Context: an optimization exercise on an open-source flow, tuned for small area. The choices shown serve that exercise and are no tape-out recipe.
The RTL was checked by simulation tests, not by an equivalence proof against the original design.
Power is estimated from default activity; no workload was simulated.

==> flow/design.v <==
package box_overlay_pkg;
    typedef struct packed {
        logic [8-1:0] red;
        logic [8-1:0] green;
        logic [8-1:0] blue;
    } rgb_t;
    typedef struct packed {
        logic vsync;
        logic href;
        logic clken;
        rgb_t pixel;
    } video_beat_t;
    typedef struct packed {
        logic               valid;    
        logic [10-1:0] y_max;
        logic [10-1:0] x_max;
        logic [10-1:0] y_min;
        logic [10-1:0] x_min;   
    } box_rect_t;
    typedef struct packed {
        logic [10-1:0] x;
        logic [10-1:0] y;
    } pixel_pos_t;
endpackage
`timescale 1ns/1ps
module pixel_position
#(
    parameter int H_DISP = 640,
    parameter int V_DISP = 480
)
(
    input  logic                         sys_clk,
    input  logic                         sys_rst_n,
    input  box_overlay_pkg::video_beat_t beat,
    output box_overlay_pkg::pixel_pos_t  pos,
    output logic                         armed
);
    localparam logic [10-1:0] X_LAST = 10'(H_DISP - 1);
    localparam logic [10-1:0] Y_END  = 10'(V_DISP);
    box_overlay_pkg::pixel_pos_t pos_nxt;
    always_comb
    begin
        pos_nxt = pos;
        if (!beat.vsync)
        begin
            pos_nxt = '0;    
        end
        else if (beat.clken)
        begin
            if (pos.x == X_LAST)
            begin
                pos_nxt.x = '0;
                pos_nxt.y = pos.y + 1'b1;
            end
            else
            begin
                pos_nxt.x = pos.x + 1'b1;
            end
        end
    end
    always_ff @(posedge sys_clk or negedge sys_rst_n)
    begin
        if (!sys_rst_n)
            pos <= '0;
        else
            pos <= pos_nxt;
    end
    always_ff @(posedge sys_clk or negedge sys_rst_n)
    begin
        if (!sys_rst_n)
            armed <= 1'b0;
        else if (!beat.vsync && pos.y == Y_END && pos.x == '0)
            armed <= 1'b1;
    end
endmodule
`timescale 1ns/1ps
module box_table
(
    input  logic                       sys_clk,
    input  logic                       sys_rst_n,
    input  logic                       cfg_req,
    input  logic [4-1:0]     cfg_addr,
    input  box_overlay_pkg::box_rect_t cfg_data,
    output logic                       cfg_ack,
    output logic [16*(4*10+1)-1:0] boxes
);
    logic [16*(4*10+1)-1:0] slots;
    logic                         wr_en;
    assign wr_en = cfg_req && !cfg_ack;
    always_ff @(posedge sys_clk or negedge sys_rst_n)
    begin
        if (!sys_rst_n)
            cfg_ack <= 1'b0;
        else
            cfg_ack <= cfg_req;
    end
    always_ff @(posedge sys_clk or negedge sys_rst_n)
    begin
        if (!sys_rst_n)
        begin
            slots <= '0;    
        end
        else if (wr_en)
        begin
            slots[cfg_addr*(4*10+1) +: (4*10+1)] <= cfg_data;
        end
    end
    assign boxes = slots;
endmodule
`timescale 1ns/1ps
module box_edge_detect
(
    input  logic                         sys_clk,
    input  logic                         sys_rst_n,
    input  box_overlay_pkg::video_beat_t beat,
    input  box_overlay_pkg::pixel_pos_t  pos,
    input  logic [16*(4*10+1)-1:0] boxes,
    output box_overlay_pkg::video_beat_t beat_d,
    output logic                         hit
);
    logic                  hit_c;
    logic [16-1:0] box_hit;
    for (genvar i = 0; i < 16; i++)
    begin : g_box
        box_overlay_pkg::box_rect_t b;
        logic [10-1:0] x_min;
        logic [10-1:0] y_min;
        logic [10-1:0] x_max;
        logic [10-1:0] y_max;
        logic                in_x;
        logic                in_y;
        logic                on_row;
        logic                on_col;
        assign b      = boxes[i*(4*10+1) +: (4*10+1)];
        assign x_min  = b.x_min;
        assign y_min  = b.y_min;
        assign x_max  = b.x_max;
        assign y_max  = b.y_max;
        assign in_x   = (pos.x > x_min) && (pos.x < x_max);
        assign in_y   = (pos.y > y_min) && (pos.y < y_max);
        assign on_row = (pos.y == y_min) || (pos.y == y_max);
        assign on_col = (pos.x == x_min) || (pos.x == x_max);
        assign box_hit[i] = b.valid && ((in_x && on_row) || (in_y && on_col));
    end
    assign hit_c = |box_hit;
    always_ff @(posedge sys_clk or negedge sys_rst_n)
    begin
        if (!sys_rst_n)
        begin
            beat_d <= '0;
            hit    <= 1'b0;
        end
        else
        begin
            beat_d <= beat;
            hit    <= hit_c;
        end
    end
endmodule
`timescale 1ns/1ps
module overlay_mixer
(
    input  logic                         sys_clk,
    input  logic                         sys_rst_n,
    input  box_overlay_pkg::video_beat_t beat_d,
    input  logic                         hit,
    input  logic                         armed,
    output box_overlay_pkg::video_beat_t post
);
    localparam logic [3*8-1:0] MARK = {8'(255), 8'(0),
                                            8'(0)};
    always_ff @(posedge sys_clk or negedge sys_rst_n)
    begin
        if (!sys_rst_n)
        begin
            post <= '0;
        end
        else
        begin
            post.vsync <= armed && beat_d.vsync;
            post.href  <= armed && beat_d.href;
            post.clken <= armed && beat_d.clken;
            if (armed && hit)
                post.pixel <= MARK;
            else
                post.pixel <= beat_d.pixel;    
        end
    end
endmodule
`timescale 1ns/1ps
module box_overlay_top
#(
    parameter int H_DISP = 640,
    parameter int V_DISP = 480
)
(
    input  logic                         sys_clk,
    input  logic                         sys_rst_n,
    input  logic [3*8+2:0]          per,         
    input  logic                         cfg_req,
    input  logic [4-1:0]       cfg_addr,
    input  logic [(4*10+1)-1:0]            cfg_data,    
    output logic                         cfg_ack,
    output logic [3*8+2:0]          post         
);
    box_overlay_pkg::video_beat_t  per_beat;
    box_overlay_pkg::box_rect_t    cfg_rect;
    box_overlay_pkg::video_beat_t  post_beat;
    box_overlay_pkg::pixel_pos_t   pos;
    logic [16*(4*10+1)-1:0]  boxes;
    box_overlay_pkg::video_beat_t  beat_d;
    logic                          armed;
    logic                          hit;
    assign per_beat = per;
    assign cfg_rect = cfg_data;
    assign post     = post_beat;
    pixel_position
    #(
        .H_DISP (H_DISP),
        .V_DISP (V_DISP)
    )
    u_pixel_position
    (
        .sys_clk   (sys_clk),
        .sys_rst_n (sys_rst_n),
        .beat      (per_beat),
        .pos       (pos),
        .armed     (armed)
    );
    box_table u_box_table
    (
        .sys_clk   (sys_clk),
        .sys_rst_n (sys_rst_n),
        .cfg_req   (cfg_req),
        .cfg_addr  (cfg_addr),
        .cfg_data  (cfg_rect),
        .cfg_ack   (cfg_ack),
        .boxes     (boxes)
    );
    box_edge_detect u_box_edge_detect
    (
        .sys_clk   (sys_clk),
        .sys_rst_n (sys_rst_n),
        .beat      (per_beat),
        .pos       (pos),
        .boxes     (boxes),
        .beat_d    (beat_d),
        .hit       (hit)
    );
    overlay_mixer u_overlay_mixer
    (
        .sys_clk   (sys_clk),
        .sys_rst_n (sys_rst_n),
        .beat_d    (beat_d),
        .hit       (hit),
        .armed     (armed),
        .post      (post_beat)
    );
endmodule
==> flow/run.sh <==
#!/bin/bash
# synth_recipe.tcl (not shown) runs the flow's synth.tcl, then flattens the netlist and writes it again
# the make line also repeats each setting of config.mk as NAME=value (left out here)
make -C /OpenROAD-flow-scripts/flow DESIGN_CONFIG=/design/flow/config.mk WORK_HOME=/design/flow/orfs CLKGATE_MAP_FILE= SYNTH_SCRIPT=/design/flow/synth_recipe.tcl finish
==> flow/config.mk <==
export PLATFORM = sky130hd
export DESIGN_NAME = box_overlay_top
export DESIGN_NICKNAME = box_overlay_top
export VERILOG_FILES = /design/flow/design.v
export SDC_FILE = /design/flow/constraint.sdc
export NUM_CORES = 4
export LEC_CHECK = 0
export CAP_MARGIN = 20
export CORE_MARGIN = 2
export CORE_UTILIZATION = 40
export SLEW_MARGIN = 20
==> flow/constraint.sdc <==
create_clock -name core_clock -period 5.0 [get_ports {sys_clk}]
set_input_delay 1.0000 -clock core_clock [delete_from_list [all_inputs] [get_ports {sys_clk}]]
set_output_delay 1.0000 -clock core_clock [all_outputs]
set_load 0.01 [all_outputs]
==> flow_summary.yaml <==
status:
  outcome: "complete, no violations"
worst_setup_path:
  crit_chain: "buf_4 -> ha_1 -> nand4_1 -> nor3_1 -> o22ai_1 -> a2111oi_0 -> buf_4 -> a2111oi_0 -> buf_4 -> nand4_1 -> or2_1"
  cp_slowest_stage_delay_ns: 0.86
  critical-path-top-delay-family: "simple AND/OR/NAND/NOR gates"
  crit_top_cell: "buf_4"
  crit_path_end_kind: "flop"
  critPathBufInv: 3
  slowest_stage: "dfrtp_2"
  critical_path_class: "reg -> reg"
  cp.arrival_ns: 4.67
  cp_max_fo: 17
  cp.required_ns: 5.59
  crit_path_start_kind: "flop"
global_route:
  grt_pass1_vias: 32300
  grt_max_degree: 117
  grt_pass1_wl_um: 204000
  overflow: 0
  antenna_found_initial: 4
  grt.total_usage: 0.242
clock_tree:
  numCtsBuffers: 83
  clock-root-buffer: "clkbuf_16"
  clk_latency_ns: 0.66
  cts.repair.resized: 0
  cts_tree: "done"
  h-tree-depth: 3
  clk_pin_slew_worst_paths_ns: 0.06
  cts.sinks: 733
  cts.path.max_buffers: 3
  hold_buffers: 0
  cts_setup_buffers: 0
floorplan:
  fp.dieH_um: 333
  start_util: 0.403
  core_um2: 107000
  die_area_um2: 111000
  die_x_um: 333
  ioPinCount: 103
  rows: 120
placement:
  portBuffers: 102
  place_worst_setup_slack_ns: 0.684
  gp_congestion: 0.867
  placed_area_um2: 46500
  place_hpwl_um: 85900
synth:
  synth_simple_gate_area_frac: 0.0802
  yosysMostFrequentCell: "dfrtp_1"
  ys_async_sr_fraction: 1.00
  netlist_instances: 4061
  yosys.area_share.xor_xnor: 0.00359
  synth_compound_area_frac: 0.192
  synth_edf_count: 0
  synthesis.nets: 4784
  yosys_warnings: 4
  synth-seq-cells: 733
  synth_top_area_cell: "dfrtp_1"
  netlist_area_um2: 43200
  synth_top_family_by_area: "compound AO/OA/AOI/OAI gates"
  syn_avg_cell_area_um2: 10.6
  synth_cell_types: 71
  synth_common_cells: "733 x dfrtp_1, 657 x inv_1, 648 x ha_1"
  seq_area_frac_synth: 0.425
  synth_top_area_share: 0.425
  ys.flop_type: "dfrtp_1"
  yosys-top-cells-area: "dfrtp_1 42%, ha_1 19%, a32o_1 11%"
  synthMuxAreaShare: 0.0334
  synthAdderAreaFrac: 0.188
layout:
  fillers: 10000
  drive_gt1_frac: 0.113
  final_area_um2: 49300
  synthToLayoutAreaGrowth_pct: 14.3
  fin_nets: 4908
sta:
  timing.final.crit_period_ns: 4.08
  setup_viol: 0
  max_freq_mhz: 245
  period_share: 0.816
  hold_ws_ns: 0.329
  setup_tns_ns: 0
  worst-slew-pin-transition_ns: 1.19
  setup_slack_ns: 0.922
  rsz0062_at_grt: "no"
  hold_violations: 0
  fin_skew_ns: 0.0183
  slew_headroom: 0.207
  slew_violations: 0
run:
  drv_cap: 0
detailed_routing:
  final_antenna_net_count: 0
  dr.pass1.iters: 5
  routed_wl_um: 134000
  drc_errors: 0
  wire_per_inst_um: 23.7
  drt_iter0_markers: 2837
  dr_total_vias: 33400
  viasPerCell: 5.91
power_and_ir_drop:
  power_density_nw_per_um2: 396
  power.share.clock: 0.321
  p_total_w: 0.0195
  p_leak_nw: 23.8
  ir_worst_vdd_uv: 245
  switchingPower_w: 0.00615
  swShare: 0.315
  pwr-share-comb: 0.270
  p_int_w: 0.0134
  seq_power_share: 0.409
hold_path:
  min_path_type: "in -> async"
## routing by layer
metal / up-vias / share of wire / global-route usage
li1: 15200 / - / -
met1: 17100 / 0.46 / 0.345
met2: 953 / 0.45 / 0.381
met3: 221 / 0.061 / 0.0356
met4: 0 / 0.029 / 0.0723
met5: - / 0 / 0
## kinds of logic after synthesis
group                    Yosys count
AND/OR/NAND/NOR                  630
multiplexers                     128
XOR/XNOR                          16
buffers and inverters            875
AO/OA/AOI/OAI                   1031
flip-flops                       733
adder cells (fa/ha/maj)          648
## sequential cells by signal, summed over array words and instances (netlist names)
signal and count:
u_box_table.cfg_ack 1, u_box_edge_detect.hit 1, u_box_table.slots 656, u_pixel_position.pos 20
u_box_edge_detect.beat_d 27, u_pixel_position.armed 1, u_overlay_mixer.post 27
## through the flow
| step | util | std cells |
|---|---|---|
| 5_1_grt | 0.461 | 5653 |
| 3_3_place_gp | 0.435 | 5502 |
| 6_report | 0.461 | 5655 |
| 4_1_cts | 0.460 | 5652 |
| 3_5_place_dp | 0.435 | 5502 |
| 2_1_floorplan | - | 4061 |
## placed cells by master, fill, tap and decap left out, drive strengths merged, types with 4 or more instances in the layout
master,netlist,final
and2,29,29
nand2,178,178
or4b,14,14
o21ai,169,169
o21bai,31,31
clkdlybuf4s50,0,100
o31ai,7,7
a32o,456,456
nand2b,26,26
nor2,50,50
a21boi,5,5
buf,71,157
and3,40,40
a221oi,8,8
nor4,9,9
clkbuf,147,120
nand3,24,24
nand4,126,126
and4,14,14
a21oi,88,88
nor4b,5,5
mux2,128,128
ha,648,648
a2111oi,29,29
nor3,42,42
nor2b,57,57
inv,657,663
xnor2,13,13
or3b,4,4
o22ai,6,6
a31o,13,13
bufinv,0,6
a21o,116,116
dfrtp,733,733
a211oi,39,39
clkinv,0,17
a31oi,41,41
or3,4,4
## power groups by stage
| stage | registers, W | logic (W) | clock network [W] |
|---|---|---|---|
| after floorplan | 0.00788 | 0.00372 | 0 |
| after global placement | 0.00802 | 0.00505 | 0 |
| after detailed placement | 0.00806 | 0.00523 | 0 |
| after CTS | 0.00796 | 0.00526 | 0.00639 |
| after global routing | 0.00813 | 0.00599 | 0.00663 |
| final | 0.00798 | 0.00527 | 0.00627 |
## cell type report
cell class | count | area, µm² | area share
inverter | 657 | 2470 | 0.0500
tap | 1403 | 1760 | 0.0356
sequential | 733 | 18400 | 0.372
timing repair buffer | 257 | 2480 | 0.0503
antenna | 2 | 5.00 | 0.000101
multi-input combinational | 2453 | 21500 | 0.436
clock inverter | 30 | 337 | 0.00682
clock buffer | 120 | 2420 | 0.0490
## path summary, 6_finish.rpt
path	from	endpoint	slack [ns]	cells past startpoint
setup / recovery	u_pixel_position.pos[9]$_DFFE_PN0P_	u_box_edge_detect.hit$_DFF_PN0_	0.92	11
hold / removal	sys_rst_n	u_box_table.slots[340]$_DFFE_PN0P_	0.33	1
setup reg to reg	u_pixel_position.pos[9]$_DFFE_PN0P_	u_box_edge_detect.hit$_DFF_PN0_	0.92	11
hold reg to reg	u_box_edge_detect.beat_d[17]$_DFF_PN0_	u_overlay_mixer.post[17]$_DFF_PN0_	0.43	1
max in group asynchronous	sys_rst_n	u_box_edge_detect.beat_d[12]$_DFF_PN0_	3.56	2
min in group core_clock	u_box_edge_detect.beat_d[17]$_DFF_PN0_	u_overlay_mixer.post[17]$_DFF_PN0_	0.43	1

what the ideal ports hide:
How much do the figures lean on ideal ports? The routed layout below was timed once more, with nothing changed but the port constraints.
Step 1 assumes that a clkbuf_16 drives the clock port and a buf_2 every other input.
Step 2 adds t to the input delays and takes it off the output delays; t is the mean of the earliest and latest rising clock arrival at the registers after step 1. Input paths then give back, and output paths get back, about the clock's delay inside the block.
Slacks: ideal / step 1 / step 2; pairs: ideal / step 1.
shift t [ns]: 0.721
setup WS [ns]: 0.922 / 0.922 / 0.589
worst setup path at the end: input to register
After both steps setup and hold are still met in this run. For this run, drivers alone change the setup slack by 0.000 ns; drivers and shift together by -0.333 ns.
